Source: an optimization exercise on an open RTL-to-GDS flow (aim: small area and a short achievable clock period). Production flows keep margins and buffers that such runs may drop. The RTL was checked by simulation tests, not by an equivalence proof against the original design.

==> flow/design.v <==
module md_seq #(
    parameter int unsigned MUL_CYCLES = 5,
    parameter int unsigned DIV_CYCLES = 10
) (
    input  logic        clk,
    input  logic        rst_n,
    input  logic        start,
    input  logic [1:0]  op,
    input  logic [31:0] a,
    input  logic [31:0] b,
    input  logic        mthi,
    input  logic        mtlo,
    input  logic [31:0] wdata,
    input  logic        md_use_id,
    output logic        busy,
    output logic        stall_md,
    output logic [31:0] hi,
    output logic [31:0] lo
);
    localparam int W  = 41;   
    localparam int AW = 33;   
    function automatic logic and_tree(input logic [W-1:0] v, input int lo, input int hi);
        logic [63:0] t;
        int          n;
        t = '1;
        n = hi - lo + 1;
        for (int i = 0; i < W; i++) begin
            if (i >= lo && i <= hi) t[i-lo] = v[i];
        end
        for (int w = 32; w >= 1; w = w / 2) begin
            for (int i = 0; i < w; i++) t[i] = t[2*i] & t[2*i+1];
        end
        and_tree = (n <= 0) ? 1'b1 : t[0];
    endfunction
    function automatic logic [W-1:0] add_row(input logic [W-1:0] x, input logic [W-1:0] y,
                                             input logic ci, input int s, input int m,
                                             input int h, input int t, input bit fast);
        logic         c;
        logic         cl;
        logic         p;
        logic         tc;
        logic [W-1:0] hs;
        logic [W-1:0] r;
        r  = x;
        hs = '0;
        c  = ci;
        for (int i = 0; i < W; i++) begin
            if (i >= s && i <= m) begin
                r[i] = x[i] ^ y[i] ^ c;
                c    = (x[i] & y[i]) | (c & (x[i] ^ y[i]));
            end
        end
        cl = c;
        c  = 1'b0;
        for (int i = 0; i < W; i++) begin
            if (i > m && i <= h) begin
                hs[i] = x[i] ^ y[i] ^ c;
                c     = (x[i] & y[i]) | (c & (x[i] ^ y[i]));
            end
        end
        p  = 1'b1;
        tc = cl;
        for (int i = 0; i < W; i++) begin
            if (i > m && i <= h) begin
                if (i == h)      r[i] = hs[i] ^ (cl & and_tree(hs, m + 1, h - 1));
                else if (fast)   r[i] = hs[i] ^ (cl & p);
                else             r[i] = hs[i] ^ tc;
                p  = p & hs[i];
                tc = tc & hs[i];
            end
        end
        c = c | (cl & p);
        for (int i = 0; i < W; i++) begin
            if (i > h && i <= t) begin
                r[i] = x[i] ^ y[i] ^ c;
                c    = (x[i] & y[i]) | (c & (x[i] ^ y[i]));
            end
        end
        add_row = r;
    endfunction
    function automatic logic [31:0] cdec(input logic [31:0] v, input logic n);
        logic any;
        logic [31:0] r;
        any = 1'b0;
        for (int i = 0; i < 32; i++) begin
            r[i] = v[i] ^ (n & ~any);
            any  = any | v[i];
        end
        cdec = r;
    endfunction
    function automatic logic [31:0] cneg(input logic [31:0] v, input logic n);
        logic any;
        logic [31:0] r;
        any = 1'b0;
        for (int i = 0; i < 32; i++) begin
            r[i] = v[i] ^ (n & any);
            any  = any | v[i];
        end
        cneg = r;
    endfunction
    function automatic logic [W-1:0] place(input logic [32:0] m, input int off);
        logic [W-1:0] r;
        for (int i = 0; i < W; i++) begin
            if (i < off)            r[i] = 1'b0;
            else if (i - off > 32)  r[i] = m[32];
            else                    r[i] = m[i-off];
        end
        place = r;
    endfunction
    logic        busy_r;
    logic [3:0]  cnt_r;
    logic        mul_r;      
    logic        sgn_r;      
    logic        xneg_r;     
    logic        pb_r;       
    logic [31:0] c_r;        
    logic [35:0] s_r;        
    logic [AW-1:0] acc_r;    
    logic [31:0] hi_r;
    logic [31:0] lo_r;
    logic        fin;
    logic        y_neg;      
    logic        qneg;       
    logic [32:0] cx;         
    logic        dz;
    logic [W-1:0] v   [0:4];    
    logic [W-1:0] pp  [0:3];
    logic         om  [0:3];    
    logic         tm  [0:3];    
    logic         dv  [0:3];    
    logic         ng  [0:3];    
    logic         ci  [0:3];    
    logic         sp  [0:3];    
    logic [31:0]  hi_res;
    logic [31:0]  lo_res;
    localparam int S0 = 0, M0 = 17, H0 = 35, T0 = 35;
    localparam int S1 = 2, M1 = 18, H1 = 34, T1 = 36;
    localparam int S2 = 1, M2 = 17, H2 = 33, T2 = 38;
    localparam int S3 = 0, M3 = 20, H3 = 40, T3 = 40;
    assign fin   = busy_r & (cnt_r == 4'd1);
    assign y_neg = sgn_r & c_r[31];
    assign qneg  = ~mul_r & (xneg_r ^ y_neg);
    assign cx    = {y_neg, c_r};
    assign dz    = (c_r == 32'd0);
    assign v[0] = {{(W-37){acc_r[AW-1]}}, acc_r, s_r[35:32]};
    always_comb begin
        for (int k = 0; k < 4; k++) begin
            logic [2:0] bb;
            bb    = {s_r[2*k+1], s_r[2*k], (k == 0) ? pb_r : s_r[2*k-1]};
            sp[k] = (k == 0) ? acc_r[AW-1] : v[k][36-k];
            om[k] = 1'b0;
            tm[k] = 1'b0;
            dv[k] = 1'b0;
            ng[k] = 1'b0;
            ci[k] = 1'b0;
            if (mul_r) begin
                if (fin) begin
                    if (k == 3) dv[k] = ~sgn_r & pb_r;
                end else begin
                    ng[k] = bb[2];
                    om[k] = bb[1] ^ bb[0];
                    tm[k] = (bb[2] & ~bb[1] & ~bb[0]) | (~bb[2] & bb[1] & bb[0]);
                end
            end else begin
                if (fin) begin
                    if (k == 2) begin
                        om[k] = acc_r[AW-1] ^ xneg_r;
                        ng[k] = om[k] & (y_neg ^ xneg_r);
                    end
                    if (k == 3) ci[k] = xneg_r;
                end else begin
                    dv[k] = 1'b1;
                    ng[k] = ~sp[k] ^ y_neg;
                end
            end
            ci[k] = ci[k] | ng[k];
            pp[k] = (({W{om[k]}} & place(cx, 2*k)) |
                     ({W{tm[k]}} & place(cx, 2*k+1)) |
                     ({W{dv[k]}} & place(cx, 3-k))) ^ {W{ng[k]}};
        end
        v[1] = add_row(v[0], pp[0], ci[0], S0, M0, H0, T0, 1'b0);
        for (int i = T0 + 1; i < W; i++) v[1][i] = v[1][T0];
        v[2] = add_row(v[1], pp[1], ci[1], S1, M1, H1, T1, 1'b0);
        for (int i = T1 + 1; i < W; i++) v[2][i] = v[2][T1];
        v[3] = add_row(v[2], pp[2], ci[2], S2, M2, H2, T2, 1'b0);
        for (int i = T2 + 1; i < W; i++) v[3][i] = v[3][T2];
        v[4] = add_row(v[3], pp[3], ci[3], S3, M3, H3, T3, 1'b1);
    end
    assign hi_res = mul_r ? v[4][31:0] : v[4][35:4];
    assign lo_res = cneg(s_r[31:0], qneg);
    assign busy     = busy_r;
    assign stall_md = md_use_id & (start | busy_r);
    assign hi       = hi_r;
    assign lo       = lo_r;
    always_ff @(posedge clk or negedge rst_n) begin
        if (!rst_n) begin
            busy_r <= 1'b0;
            hi_r   <= 32'd0;
            lo_r   <= 32'd0;
        end else begin
            if (busy_r) begin
                busy_r <= ~fin;
                if (fin && (mul_r || !dz)) begin
                    hi_r <= hi_res;
                    lo_r <= lo_res;
                end
            end else if (start) begin
                busy_r <= 1'b1;
            end else begin
                if (mthi) hi_r <= wdata;
                if (mtlo) lo_r <= wdata;
            end
        end
    end
    always_ff @(posedge clk) begin
        cnt_r <= busy_r ? cnt_r - 4'd1 : (op[1] ? 4'(DIV_CYCLES) : 4'(MUL_CYCLES));
        if (!busy_r) begin
            mul_r  <= ~op[1];
            sgn_r  <= ~op[0];
            xneg_r <= (op == 2'b10) & a[31];
            pb_r   <= 1'b0;
            c_r    <= b;
            s_r    <= {{4{(op == 2'b10) & a[31]}}, cdec(a, (op == 2'b10) & a[31])};
            acc_r  <= {AW{(op == 2'b10) & a[31]}};
        end else begin
            pb_r <= s_r[7];
            if (mul_r) begin
                acc_r <= {{4{v[4][40]}}, v[4][40:12]};
                s_r   <= {v[4][11:0], s_r[31:8]};
            end else begin
                acc_r <= v[4][32:0];
                s_r   <= {s_r[31:28] | {4{xneg_r & (cnt_r == 4'd2)}}, s_r[27:0],
                          v[1][35] ~^ xneg_r, v[2][34] ~^ xneg_r,
                          v[3][33] ~^ xneg_r, v[4][32] ~^ xneg_r};
            end
        end
    end
endmodule
==> flow/config.mk <==
export PLATFORM = sky130hd
export DESIGN_NAME = md_seq
export DESIGN_NICKNAME = md_seq
export VERILOG_FILES = /design/flow/design.v
export SDC_FILE = /design/flow/constraint.sdc
export NUM_CORES = 4
export LEC_CHECK = 0
export CAP_MARGIN = 5
export CORE_MARGIN = 2
export CORE_UTILIZATION = 60
export SLEW_MARGIN = 5
==> flow/constraint.sdc <==
create_clock -name core_clock -period 105.0 [get_ports {clk}]
set_input_delay 21.0000 -clock core_clock [delete_from_list [all_inputs] [get_ports {clk}]]
set_output_delay 21.0000 -clock core_clock [all_outputs]
set_load 0.01 [all_outputs]
standard.sh (not shown) runs the stock make flow with config.mk's settings and CLKGATE_MAP_FILE= SYNTH_SCRIPT=/design/flow/synth_recipe.tcl, a recipe that flattens the netlist after the stock synthesis.
==> flow/flow/run.sh <==
#!/bin/bash
# The standard layout (standard.sh) with three changes:
#  - the port buffers are the smallest buffer cell (buf_1);
#  - ABC maps for area: a copy of the ORFS scripts folder is used whose
#    abc_speed.script drops the delay-driven restructuring (&if -g, &synch2) and
#    lets &nf relax delay (-R 1000); everything else in the copy is unchanged;
#  - timing repair keeps a setup margin of 62.7 ns, which only the input-to-output
#    stall path falls short of, so that path gets buffered and sized.
set -euo pipefail
rm -rf scripts_abc
cp -r "$FLOW_HOME/scripts" scripts_abc
printf '%s\n' '&get -n' '&st' '&syn2' '&dch -f' '&nf -R 1000' '&st' '&dch -f' \
    '&nf -R 1000' '&put' 'buffer -c' 'topo' 'stime -c' 'upsize -c' 'dnsize -c' \
    > scripts_abc/abc_speed.script
diff "$FLOW_HOME/scripts/abc_speed.script" scripts_abc/abc_speed.script > abc_script.diff || true
export SCRIPTS_DIR="$PWD/scripts_abc"
export BUFFER_PORTS_ARGS="-buffer_cell sky130_fd_sc_hd__buf_1"
export SETUP_SLACK_MARGIN=62.7
bash standard.sh > standard.log 2>&1
The baseline completed with no timing, DRC or antenna violations.
==> next run, changes <==
--- a/flow/flow/run.sh
+++ b/flow/flow/run.sh
@@ -1,3 +1,3 @@
 #!/bin/bash
-# The standard layout (standard.sh) with three changes:
+# The standard layout (standard.sh) with four changes:
 #  - the port buffers are the smallest buffer cell (buf_1);
@@ -7,3 +7,5 @@
 #  - timing repair keeps a setup margin of 62.7 ns, which only the input-to-output
-#    stall path falls short of, so that path gets buffered and sized.
+#    stall path falls short of, so that path gets buffered and sized;
+#  - clock tree synthesis inserts no dummy load cells (its other options are the
+#    standard flow's).
 set -euo pipefail
@@ -18,2 +20,3 @@
 export SETUP_SLACK_MARGIN=62.7
+export CTS_ARGS="-sink_clustering_enable -repair_clock_nets -dont_use_dummy_load -buf_list sky130_fd_sc_hd__clkbuf_8 -root_buf sky130_fd_sc_hd__clkbuf_16 -sink_clustering_size 6 -sink_clustering_max_diameter 40"
 bash standard.sh > standard.log 2>&1
- CAP_MARGIN: 5 -> 20
- CORE_UTILIZATION: 60 -> 75
- SLEW_MARGIN: 5 -> 20
Die area shrinks by 20%.
Count of clock-buffer cells in the layout stays the same.
Cell count fell by 3.9%.
Synthesized area stays the same.
Non-clock buffer count stays the same.
Via count came out higher by about 3%.
Sequential share of layout area is higher by 0.73 points.
Critical path depth does not change.
Hold slack is better by 11 ps.
==> next run, changes <==
--- a/flow/flow/run.sh
+++ b/flow/flow/run.sh
@@ -1,3 +1,3 @@
 #!/bin/bash
-# The standard layout (standard.sh) with four changes:
+# The standard layout (standard.sh) with three changes:
 #  - the port buffers are the smallest buffer cell (buf_1);
@@ -7,5 +7,3 @@
 #  - timing repair keeps a setup margin of 62.7 ns, which only the input-to-output
-#    stall path falls short of, so that path gets buffered and sized;
-#  - clock tree synthesis inserts no dummy load cells (its other options are the
-#    standard flow's).
+#    stall path falls short of, so that path gets buffered and sized.
 set -euo pipefail
@@ -20,3 +18,2 @@
 export SETUP_SLACK_MARGIN=62.7
-export CTS_ARGS="-sink_clustering_enable -repair_clock_nets -dont_use_dummy_load -buf_list sky130_fd_sc_hd__clkbuf_8 -root_buf sky130_fd_sc_hd__clkbuf_16 -sink_clustering_size 6 -sink_clustering_max_diameter 40"
 bash standard.sh > standard.log 2>&1
- CORE_UTILIZATION: 75 -> 60
What happened: The new run completed without violations; worst hold slack loses 11 ps; non-clock buffer count does not change; cell count came out higher by 4.0%.
==> next run, changes <==
--- a/flow/flow/run.sh
+++ b/flow/flow/run.sh
@@ -1,3 +1,3 @@
 #!/bin/bash
-# The standard layout (standard.sh) with three changes:
+# The standard layout (standard.sh) with four changes:
 #  - the port buffers are the smallest buffer cell (buf_1);
@@ -7,3 +7,5 @@
 #  - timing repair keeps a setup margin of 62.7 ns, which only the input-to-output
-#    stall path falls short of, so that path gets buffered and sized.
+#    stall path falls short of, so that path gets buffered and sized;
+#  - clock tree synthesis inserts no dummy load cells (its other options are the
+#    standard flow's).
 set -euo pipefail
@@ -18,2 +20,3 @@
 export SETUP_SLACK_MARGIN=62.7
+export CTS_ARGS="-sink_clustering_enable -repair_clock_nets -dont_use_dummy_load"
 bash standard.sh > standard.log 2>&1
What happened: Worst setup slack hardly moves; first-iteration DRC count went up by about 3.7%; global-route usage hardly moves; cell count fell by 0.74%; synthesized cell count stays the same; wire length stays flat; non-clock buffer count does not change; via count goes down by 0.79%.

## re-timing with driven ports
How much do the figures lean on ideal ports? The routed layouts below were timed once more, with nothing changed but the port constraints. Step 1 assumes that a clkbuf_16 drives the clock port and a buf_2 every other input. Step 2 adds t to the input delays and takes it off the output delays; t is the mean of the earliest and latest rising clock arrival at the registers after step 1. Input paths then give back, and output paths get back, about the clock's delay inside the block. Three values: ideal ports, drivers, drivers and shift; two values: the first two.
run | t (ns) | setup WS [ns] | worst setup path at the end | worst slew at a driven data input, ns | pins driven straight from the clock port
the first run | 0.490 | 62.649 / 62.601 / 62.601 | input to output | 0.07 | 1
the second run | 0.435 | 62.617 / 62.572 / 62.572 | input to output | 0.08 | 1
the third run | 0.490 | 62.649 / 62.601 / 62.601 | input to output | 0.07 | 1
the fourth run | 0.480 | 62.648 / 62.595 / 62.595 | input to output | 0.07 | 1
After both steps setup and hold are still met in every run listed. The setup slack of the fourth run, which loses most, moves by -0.053 ns with the drivers and by -0.053 ns with both steps.
